This design comes from an exercise in tuning for small area, a short achievable clock period and few clock cycles per item on the open sky130 flow, not from production work.
The RTL was checked by simulation tests, not by an equivalence proof against the original design.

==> sierra: inputs <==
==> flow/design.v <==
package cle_pkg;
	typedef struct packed {
		logic       func;
		logic [7:0] key_code;
	} in_word_t;
	typedef struct packed {
		logic [7:0] char_out;
		logic       char_valid;
		logic       last;
		logic [7:0] cursor_char;
		logic       overflow;
	} out_word_t;
	localparam logic FUNC_KEY  = 1'b0;
	localparam logic FUNC_READ = 1'b1;
	localparam logic [7:0] KEY_LEFT  = 8'h3C;  
	localparam logic [7:0] KEY_RIGHT = 8'h3E;  
	localparam logic [7:0] KEY_DEL   = 8'h23;  
	localparam logic [7:0] KEY_BKSP  = 8'h40;  
	localparam logic [7:0] KEY_HOME  = 8'h5E;  
	localparam logic [7:0] KEY_END   = 8'h24;  
	localparam logic [7:0] AT_END_CH = 8'h30;  
endpackage
module cursor_line_editor_top #(
	parameter int LINE_CAPACITY = 64
) (
	input  logic        clk,
	input  logic        arst_n,
	input  logic        req_valid,
	output logic        req_stall,
	input  logic [8:0]  req_word,
	output logic        rsp_valid,
	input  logic        rsp_stall,
	output logic [18:0] rsp_word
);
	localparam int N  = LINE_CAPACITY;
	localparam int AW = $clog2(N);
	localparam int LW = $clog2(N + 1);
	localparam int DW = LW + 1;
	logic          hv_q;
	logic [7:0]    hkey_q;
	logic          h_read_q, h_left_q, h_right_q, h_del_q, h_bksp_q, h_home_q, h_end_q, h_ins_q;
	logic          sv_q;
	logic [8:0]    sw_q;
	logic [7:0]    cells [N];
	logic [LW-1:0] len_q;
	logic [LW-1:0] cur_q;
	logic          ovf_q;
	logic          at_end_q;    
	logic          at_zero_q;   
	logic          busy_q;      
	logic          first_q;     
	logic [AW-1:0] rd_q;        
	logic [7:0]    rdh_q;       
	logic [7:0]    rdl_q;       
	logic [LW-1:0] rem_q;       
	logic [DW-1:0] dif_q;       
	logic          lt_rd_q;     
	logic          le_rd_q;     
	logic          rsp_valid_q;
	logic [18:0]   rsp_q;
	logic full;
	assign full = len_q[LW-1];
	logic m_ins, m_del, m_bk, streaming, ok, ek, er, fire;
	assign m_ins     = h_ins_q && !full;
	assign m_del     = h_del_q && !at_end_q;
	assign m_bk      = h_bksp_q && !at_zero_q;
	assign streaming = busy_q && !first_q;
	assign ok        = (h_ins_q && (full || lt_rd_q)) ||
	                   (h_del_q && (at_end_q || lt_rd_q)) ||
	                   (h_bksp_q && (at_zero_q || le_rd_q)) ||
	                   h_left_q || h_right_q || h_home_q || h_end_q;
	assign ek        = hv_q && !h_read_q && (!busy_q || (streaming && ok));
	assign er        = hv_q && h_read_q && !busy_q;
	assign fire      = ek || er;
	logic [N:0] ge;
	always_comb begin
		for (int i = 0; i <= N; i++) ge[i] = (LW'(i) >= cur_q);
	end
	logic [N-1:0] p_l, p_k, p_r, s_l, s_k, s_r, s_h;
	always_comb begin
		for (int i = 0; i < N; i++) begin
			p_l[i] = m_ins && (i > 0) && ge[i > 0 ? i - 1 : 0];
			p_k[i] = m_ins && ge[i] && ((i == 0) || !ge[i > 0 ? i - 1 : 0]);
			p_r[i] = (m_del && ge[i]) || (m_bk && ge[i + 1]);
			s_l[i] = ek && p_l[i];
			s_k[i] = ek && p_k[i];
			s_r[i] = ek && p_r[i];
			s_h[i] = !ek || !(p_l[i] || p_k[i] || p_r[i]);
		end
	end
	always_ff @(posedge clk) begin
		for (int i = 0; i < N; i++) begin
			cells[i] <= ({8{s_l[i]}} & cells[i > 0 ? i - 1 : 0]) |
			            ({8{s_k[i]}} & hkey_q) |
			            ({8{s_r[i]}} & cells[i < N - 1 ? i + 1 : N - 1]) |
			            ({8{s_h[i]}} & cells[i]);
		end
	end
	logic mv_l, mv_r;
	assign mv_l = ek && h_left_q && !at_zero_q;
	assign mv_r = ek && h_right_q && !at_end_q;
	logic [LW-1:0] cur_m1, cur_p1, len_m1, len_p1, cur_n, len_n;
	logic          c_dn, c_up, c_end, c_keep, l_dn, l_up, l_keep;
	assign cur_m1 = cur_q - LW'(1);
	assign cur_p1 = cur_q + LW'(1);
	assign len_m1 = len_q - LW'(1);
	assign len_p1 = len_q + LW'(1);
	assign c_dn   = mv_l || (ek && m_bk);
	assign c_up   = mv_r || (ek && m_ins);
	assign c_end  = ek && h_end_q;
	assign c_keep = !(c_dn || c_up || c_end || (ek && h_home_q));
	assign l_dn   = ek && (m_del || m_bk);
	assign l_up   = ek && m_ins;
	assign l_keep = !(l_dn || l_up);
	assign cur_n  = ({LW{c_dn}} & cur_m1) | ({LW{c_up}} & cur_p1) | ({LW{c_end}} & len_q) |
	                ({LW{c_keep}} & cur_q);
	assign len_n  = ({LW{l_dn}} & len_m1) | ({LW{l_up}} & len_p1) | ({LW{l_keep}} & len_q);
	logic act, first, out_free, load, last, empty;
	logic [7:0] rdata, ch;
	assign out_free = !rsp_valid_q || !rsp_stall;
	assign act      = busy_q || er;
	assign first    = er || first_q;
	assign empty    = (len_q == '0);
	always_comb begin
		rdata = '0;
		for (int i = 0; i < N; i++)
			rdata = rdata | ({8{rdh_q[i / 8] && rdl_q[i % 8]}} & cells[i]);
	end
	assign ch       = first ? cells[0] : rdata;
	assign load     = act && out_free;
	assign last     = busy_q ? (rem_q == LW'(1)) : (len_q <= LW'(1));
	logic shift_up, shift_dn;
	assign shift_up = ek && m_ins;
	assign shift_dn = ek && (m_del || m_bk);
	logic busy_n, first_n, stream_n;
	assign busy_n   = act && !(load && last);
	assign first_n  = act && first && !load;
	assign stream_n = busy_n && !first_n;
	logic [AW-1:0] rd_n, rd_m1, rd_p1, rd_p2, rd_s0, rd_s1;
	logic [LW-1:0] rem_m1;
	assign rd_m1  = rd_q - AW'(1);
	assign rd_p1  = rd_q + AW'(1);
	assign rd_p2  = rd_q + AW'(2);
	assign rem_m1 = rem_q - LW'(1);
	logic r_cur, r_one, r_gen, r_0, r_m1, r_p1, r_p2, sh_none;
	assign sh_none = !shift_up && !shift_dn;
	assign r_cur   = !stream_n;
	assign r_one   = stream_n && first;
	assign r_gen   = stream_n && !first;
	assign r_0     = r_gen && ((load && shift_dn) || (!load && sh_none));
	assign r_p1    = r_gen && ((load && sh_none) || (!load && shift_up));
	assign r_p2    = r_gen && load && shift_up;
	assign r_m1    = r_gen && !load && shift_dn;
	assign rd_n    = ({AW{r_cur}} & cur_n[AW-1:0]) | ({AW{r_one}} & AW'(1)) | ({AW{r_0}} & rd_q) |
	                 ({AW{r_p1}} & rd_p1) | ({AW{r_p2}} & rd_p2) | ({AW{r_m1}} & rd_m1);
	logic b_m1, b_p1;
	assign b_m1 = (ek && m_del) || mv_r;
	assign b_p1 = mv_l;
	logic [DW-1:0] dif, dif_m1, dif_p1, dif_p2, dif_first, dif_home0, dif_home1, dif_end0,
	               dif_end1, dif_n;
	assign dif       = dif_q;
	assign dif_m1    = dif - DW'(1);
	assign dif_p1    = dif + DW'(1);
	assign dif_p2    = dif + DW'(2);
	assign dif_first = DW'(1) - {1'b0, cur_q};
	assign dif_home0 = {2'b0, rd_q};
	assign dif_home1 = {2'b0, rd_p1};
	assign dif_end0  = {2'b0, rd_q} - {1'b0, len_q};
	assign dif_end1  = {2'b0, rd_p1} - {1'b0, len_q};
	logic g_m2, g_m1, g_0, g_1, g_2;    
	assign g_m2 = !dif[DW-1] || (dif[DW-1:1] == '1);
	assign g_m1 = !dif[DW-1] || (dif == '1);
	assign g_0  = !dif[DW-1];
	assign g_1  = !dif[DW-1] && (dif[DW-2:0] != '0);
	assign g_2  = !dif[DW-1] && (dif[DW-2:1] != '0);
	logic lt_rd_n, le_rd_n, at_end_n, at_zero_n;
	logic a_is1, cur_is1, cur_le1, len_is0, rd_nz;
	assign a_is1   = (len_q == cur_q + LW'(1));
	assign cur_is1 = (cur_q == LW'(1));
	assign cur_le1 = (cur_q <= LW'(1));
	assign len_is0 = (len_q == '0);
	assign rd_nz   = (rd_q != '0);
	logic d_home, d_end, d_gen, d_0, d_m1, d_p1, d_p2, b_0;
	assign b_0    = !b_m1 && !b_p1;
	assign d_home = !first && ek && h_home_q;
	assign d_end  = !first && ek && h_end_q;
	assign d_gen  = !first && !(ek && (h_home_q || h_end_q));
	assign d_0    = d_gen && ((load && b_m1) || (!load && b_0));
	assign d_p1   = d_gen && ((load && b_0) || (!load && b_p1));
	assign d_p2   = d_gen && load && b_p1;
	assign d_m1   = d_gen && !load && b_m1;
	assign dif_n  = ({DW{first}} & dif_first) |
	                ({DW{d_home && !load}} & dif_home0) | ({DW{d_home && load}} & dif_home1) |
	                ({DW{d_end && !load}} & dif_end0) | ({DW{d_end && load}} & dif_end1) |
	                ({DW{d_0}} & dif) | ({DW{d_m1}} & dif_m1) | ({DW{d_p1}} & dif_p1) |
	                ({DW{d_p2}} & dif_p2);
	always_comb begin
		if (load) begin
			lt_rd_n = b_m1 ? g_1 : b_p1 ? g_m1 : g_0;
			le_rd_n = b_m1 ? g_0 : b_p1 ? g_m2 : g_m1;
		end else begin
			lt_rd_n = b_m1 ? g_2 : b_p1 ? g_0 : g_1;
			le_rd_n = b_m1 ? g_1 : b_p1 ? g_m1 : g_0;
		end
		if (ek && h_home_q) begin
			lt_rd_n = rd_nz || load;
			le_rd_n = 1'b1;
		end
		if (ek && h_end_q) begin
			lt_rd_n = 1'b0;
			le_rd_n = 1'b0;
		end
		if (first) begin
			lt_rd_n = at_zero_q;
			le_rd_n = cur_le1;
		end
		at_end_n  = at_end_q;
		at_zero_n = at_zero_q;
		if (ek) begin
			if (h_home_q) begin at_end_n = len_is0; at_zero_n = 1'b1; end
			if (h_end_q) begin at_end_n = 1'b1; at_zero_n = len_is0; end
			if (mv_l) begin at_end_n = 1'b0; at_zero_n = cur_is1; end
			if (mv_r) begin at_end_n = a_is1; at_zero_n = 1'b0; end
			if (m_del) at_end_n = a_is1;
			if (m_bk) at_zero_n = cur_is1;
			if (m_ins) at_zero_n = 1'b0;
		end
	end
	logic accept, take_s, take_in;
	logic [8:0] hw_n;
	assign accept    = req_valid && !sv_q;
	assign take_s    = sv_q && (!hv_q || fire);
	assign take_in   = accept && (!hv_q || fire);
	assign hw_n      = sv_q ? sw_q : req_word;
	assign req_stall = sv_q;
	assign rsp_valid = rsp_valid_q;
	assign rsp_word  = rsp_q;
	always_ff @(posedge clk or negedge arst_n) begin
		if (!arst_n) begin
			hv_q        <= 1'b0;
			sv_q        <= 1'b0;
			len_q       <= '0;
			cur_q       <= '0;
			ovf_q       <= 1'b0;
			at_end_q    <= 1'b1;
			at_zero_q   <= 1'b1;
			busy_q      <= 1'b0;
			first_q     <= 1'b0;
			rd_q        <= '0;
			rdh_q       <= 8'd1;
			rdl_q       <= 8'd1;
			rem_q       <= '0;
			dif_q       <= '0;
			lt_rd_q     <= 1'b0;
			le_rd_q     <= 1'b1;
			rsp_valid_q <= 1'b0;
		end else begin
			if (take_s || take_in) hv_q <= 1'b1;
			else if (fire) hv_q <= 1'b0;
			if (take_s) sv_q <= 1'b0;
			else if (accept && hv_q && !fire) sv_q <= 1'b1;
			if (load) rsp_valid_q <= 1'b1;
			else if (!rsp_stall) rsp_valid_q <= 1'b0;
			busy_q  <= busy_n;
			first_q <= first_n;
			rd_q    <= rd_n;
			rdh_q   <= 8'd1 << rd_n[5:3];
			rdl_q   <= 8'd1 << rd_n[2:0];
			if (act) rem_q <= ({LW{busy_q && load}} & rem_m1) | ({LW{busy_q && !load}} & rem_q) |
			                  ({LW{!busy_q && load}} & len_m1) |
			                  ({LW{!busy_q && !load}} & (empty ? LW'(1) : len_q));
			if (load && first) ovf_q <= 1'b0;
			if (ek && h_ins_q && full) ovf_q <= 1'b1;
			cur_q     <= cur_n;
			len_q     <= len_n;
			at_end_q  <= at_end_n;
			at_zero_q <= at_zero_n;
			dif_q     <= dif_n;
			lt_rd_q   <= lt_rd_n;
			le_rd_q   <= le_rd_n;
		end
	end
	always_ff @(posedge clk) begin
		if (accept && hv_q && !fire) sw_q <= req_word;
		if (take_s || take_in) begin
			hkey_q    <= hw_n[7:0];
			h_read_q  <= hw_n[8];
			h_left_q  <= !hw_n[8] && (hw_n[7:0] == cle_pkg::KEY_LEFT);
			h_right_q <= !hw_n[8] && (hw_n[7:0] == cle_pkg::KEY_RIGHT);
			h_del_q   <= !hw_n[8] && (hw_n[7:0] == cle_pkg::KEY_DEL);
			h_bksp_q  <= !hw_n[8] && (hw_n[7:0] == cle_pkg::KEY_BKSP);
			h_home_q  <= !hw_n[8] && (hw_n[7:0] == cle_pkg::KEY_HOME);
			h_end_q   <= !hw_n[8] && (hw_n[7:0] == cle_pkg::KEY_END);
			h_ins_q   <= !hw_n[8] &&
			             !((hw_n[7:0] == cle_pkg::KEY_LEFT) || (hw_n[7:0] == cle_pkg::KEY_RIGHT) ||
			               (hw_n[7:0] == cle_pkg::KEY_DEL) || (hw_n[7:0] == cle_pkg::KEY_BKSP) ||
			               (hw_n[7:0] == cle_pkg::KEY_HOME) || (hw_n[7:0] == cle_pkg::KEY_END));
		end
		if (load) begin
			rsp_q[18:11] <= empty ? 8'h00 : ch;
			rsp_q[10]    <= !empty;
			rsp_q[9]     <= last;
			if (first) begin
				rsp_q[8:1] <= at_end_q ? cle_pkg::AT_END_CH : rdata;
				rsp_q[0]   <= ovf_q;
			end
		end
	end
endmodule
==> flow/run.sh <==
#!/bin/bash
# synth_recipe.tcl (not shown) runs the flow's synth.tcl, then flattens the netlist and writes it again
# the make line also repeats each setting of config.mk as NAME=value (left out here)
make -C /OpenROAD-flow-scripts/flow DESIGN_CONFIG=/design/flow/config.mk WORK_HOME=/design/flow/orfs CLKGATE_MAP_FILE= SYNTH_SCRIPT=/design/flow/synth_recipe.tcl finish
==> flow/config.mk <==
export PLATFORM = sky130hd
export DESIGN_NAME = cursor_line_editor_top
export DESIGN_NICKNAME = cursor_line_editor_top
export VERILOG_FILES = /design/flow/design.v
export SDC_FILE = /design/flow/constraint.sdc
export NUM_CORES = 4
export LEC_CHECK = 0
export ABC_CLOCK_PERIOD_IN_PS = 3000
export CAP_MARGIN = 10
export CORE_MARGIN = 2
export CORE_UTILIZATION = 40
export PLACE_DENSITY = 0.6
export SETUP_SLACK_MARGIN = 1.6
export SLEW_MARGIN = 10
export TNS_END_PERCENT = 5
==> flow/constraint.sdc <==
create_clock -name core_clock -period 4.5 [get_ports {clk}]
set_input_delay 0.9000 -clock core_clock [delete_from_list [all_inputs] [get_ports {clk}]]
set_output_delay 0.9000 -clock core_clock [all_outputs]
set_load 0.01 [all_outputs]
==> inputs of lagoon, as changes to sierra <==
--- a/flow/design.v
+++ b/flow/design.v
@@ -39,14 +39,15 @@
 	logic          hv_q;
 	logic [7:0]    hkey_q;
 	logic          h_read_q, h_left_q, h_right_q, h_del_q, h_bksp_q, h_home_q, h_end_q, h_ins_q;
-	logic          sv_q;
-	logic [8:0]    sw_q;
 	logic [7:0]    cells [N];
 	logic [LW-1:0] len_q;
 	logic [LW-1:0] cur_q;
 	logic          ovf_q;
 	logic          at_end_q;    
 	logic          at_zero_q;   
+	logic [8:0]    gth_q;
+	logic [8:0]    eqh_q;
+	logic [7:0]    gel_q;
 	logic          busy_q;      
 	logic          first_q;     
 	logic [AW-1:0] rd_q;        
@@ -74,7 +75,7 @@
 	assign fire      = ek || er;
 	logic [N:0] ge;
 	always_comb begin
-		for (int i = 0; i <= N; i++) ge[i] = (LW'(i) >= cur_q);
+		for (int i = 0; i <= N; i++) ge[i] = gth_q[i / 8] || (eqh_q[i / 8] && gel_q[i % 8]);
 	end
 	logic [N-1:0] p_l, p_k, p_r, s_l, s_k, s_r, s_h;
 	always_comb begin
@@ -226,21 +227,21 @@
 			if (m_ins) at_zero_n = 1'b0;
 		end
 	end
-	logic accept, take_s, take_in;
+	logic       take_in;
 	logic [8:0] hw_n;
-	assign accept    = req_valid && !sv_q;
-	assign take_s    = sv_q && (!hv_q || fire);
-	assign take_in   = accept && (!hv_q || fire);
-	assign hw_n      = sv_q ? sw_q : req_word;
-	assign req_stall = sv_q;
+	assign req_stall = hv_q && !fire;
+	assign take_in   = req_valid && !req_stall;
+	assign hw_n      = req_word;
 	assign rsp_valid = rsp_valid_q;
 	assign rsp_word  = rsp_q;
 	always_ff @(posedge clk or negedge arst_n) begin
 		if (!arst_n) begin
 			hv_q        <= 1'b0;
-			sv_q        <= 1'b0;
 			len_q       <= '0;
 			cur_q       <= '0;
+			gth_q       <= 9'h1FE;
+			eqh_q       <= 9'h001;
+			gel_q       <= 8'hFF;
 			ovf_q       <= 1'b0;
 			at_end_q    <= 1'b1;
 			at_zero_q   <= 1'b1;
@@ -255,10 +256,8 @@
 			le_rd_q     <= 1'b1;
 			rsp_valid_q <= 1'b0;
 		end else begin
-			if (take_s || take_in) hv_q <= 1'b1;
+			if (take_in) hv_q <= 1'b1;
 			else if (fire) hv_q <= 1'b0;
-			if (take_s) sv_q <= 1'b0;
-			else if (accept && hv_q && !fire) sv_q <= 1'b1;
 			if (load) rsp_valid_q <= 1'b1;
 			else if (!rsp_stall) rsp_valid_q <= 1'b0;
 			busy_q  <= busy_n;
@@ -272,6 +271,11 @@
 			if (load && first) ovf_q <= 1'b0;
 			if (ek && h_ins_q && full) ovf_q <= 1'b1;
 			cur_q     <= cur_n;
+			for (int a = 0; a < 9; a++) begin
+				gth_q[a] <= (4'(a) > cur_n[6:3]);
+				eqh_q[a] <= (4'(a) == cur_n[6:3]);
+			end
+			for (int b = 0; b < 8; b++) gel_q[b] <= (3'(b) >= cur_n[2:0]);
 			len_q     <= len_n;
 			at_end_q  <= at_end_n;
 			at_zero_q <= at_zero_n;
@@ -281,8 +285,7 @@
 		end
 	end
 	always_ff @(posedge clk) begin
-		if (accept && hv_q && !fire) sw_q <= req_word;
-		if (take_s || take_in) begin
+		if (take_in) begin
 			hkey_q    <= hw_n[7:0];
 			h_read_q  <= hw_n[8];
 			h_left_q  <= !hw_n[8] && (hw_n[7:0] == cle_pkg::KEY_LEFT);
==> inputs of cedar, as changes to sierra <==
- CAP_MARGIN: 10 -> 15
- SLEW_MARGIN: 10 -> 15
==> results.toml <==
[yosys]
synthMuxAreaShare_pct = 0.518
avgSynthCellArea_sq_um = 8.73
synth_compound_area_share_pct = 37.5
yosys.area_share.adder_pct = 1.45

[worst_setup_path]
r2r_start = "rdl_q[2]"
path_buf_inv = 3
cp_max_fo = 9

[power]
power.group.top = "combinational logic"
p_comb_mw = 16.6
swShare_pct = 52.0

[cts]
cts_buffers = 75

[routing]
drtIter0Drc = 7950
wirelength_mm = 215
dr_wl_met3_mm = 29.2

[run_status]
outcome = "finished clean"

[sta]
finalCriticalPeriod_ns = 3.15
the above is filed under cedar

==> results.toml <==
[yosys]
synthMuxAreaShare_pct = 0.619
avgSynthCellArea_sq_um = 8.41

[sta]
finalCriticalPeriod_ns = 3.29

[power]
p_comb_mw = 11.5
power.group.top = "registers"

[worst_setup_path]
cp_max_fo = 13
r2r_start = "rdh_q[0]"
path_buf_inv = 2

[routing]
wirelength_mm = 195
dr_wl_met3_mm = 28.4

[cts]
cts_buffers = 74

[run_status]
outcome = "finished clean"
the above is filed under lagoon

==> results.toml <==
[run]
max_cap_violations = 1

[run_status]
violatedChecks = "max-capacitance violations, max-slew violations"
outcome = "complete, but fails checks"

[power]
swShare_pct = 52.0
power.group.top = "combinational logic"

[cts]
cts_buffers = 75

[sta]
final_max_slew_viol_count = 17

[routing]
drtIter0Drc = 7692
the above is filed under sierra

Testbench counts of sierra, summed over its fixed seeds: cycles 46,842, items 12,000.
Testbench counts of lagoon, summed over its fixed seeds: cycles 46,842, items 12,000.
Testbench counts of cedar, summed over its fixed seeds: cycles 46,842, items 12,000.

## port drivers added, routing unchanged
In the flow no input, the clock included, has a driving cell. The finished layouts below were timed again as built, in two steps.
Step 1 assumes that a clkbuf_16 drives the clock port and a buf_2 every other input.
Step 2 moves the port delays by t, midway between the first and last clock arrival at a register: inputs arrive t later, outputs are due t later. That takes back most of the time a late clock gives input paths.
Slacks: no drivers / after step 1 / after step 2; pairs: no drivers / after step 1.
run	shift t [ns]	setup slack, ns	worst setup path after step 2	slew at the worst register clock pin (ns)	worst data-port slew with drivers (ns)
sierra	0.736	1.260 / 1.260 / 1.161	input to register	0.06 / 0.06	0.03
lagoon	0.708	1.206 / 1.206 / 0.875	input to register	0.07 / 0.07	0.05
cedar	0.740	1.354 / 1.354 / 1.135	input to register	0.07 / 0.07	0.03
The setup slack of lagoon, which loses most, moves by 0.000 ns with the drivers and by -0.331 ns with both steps.
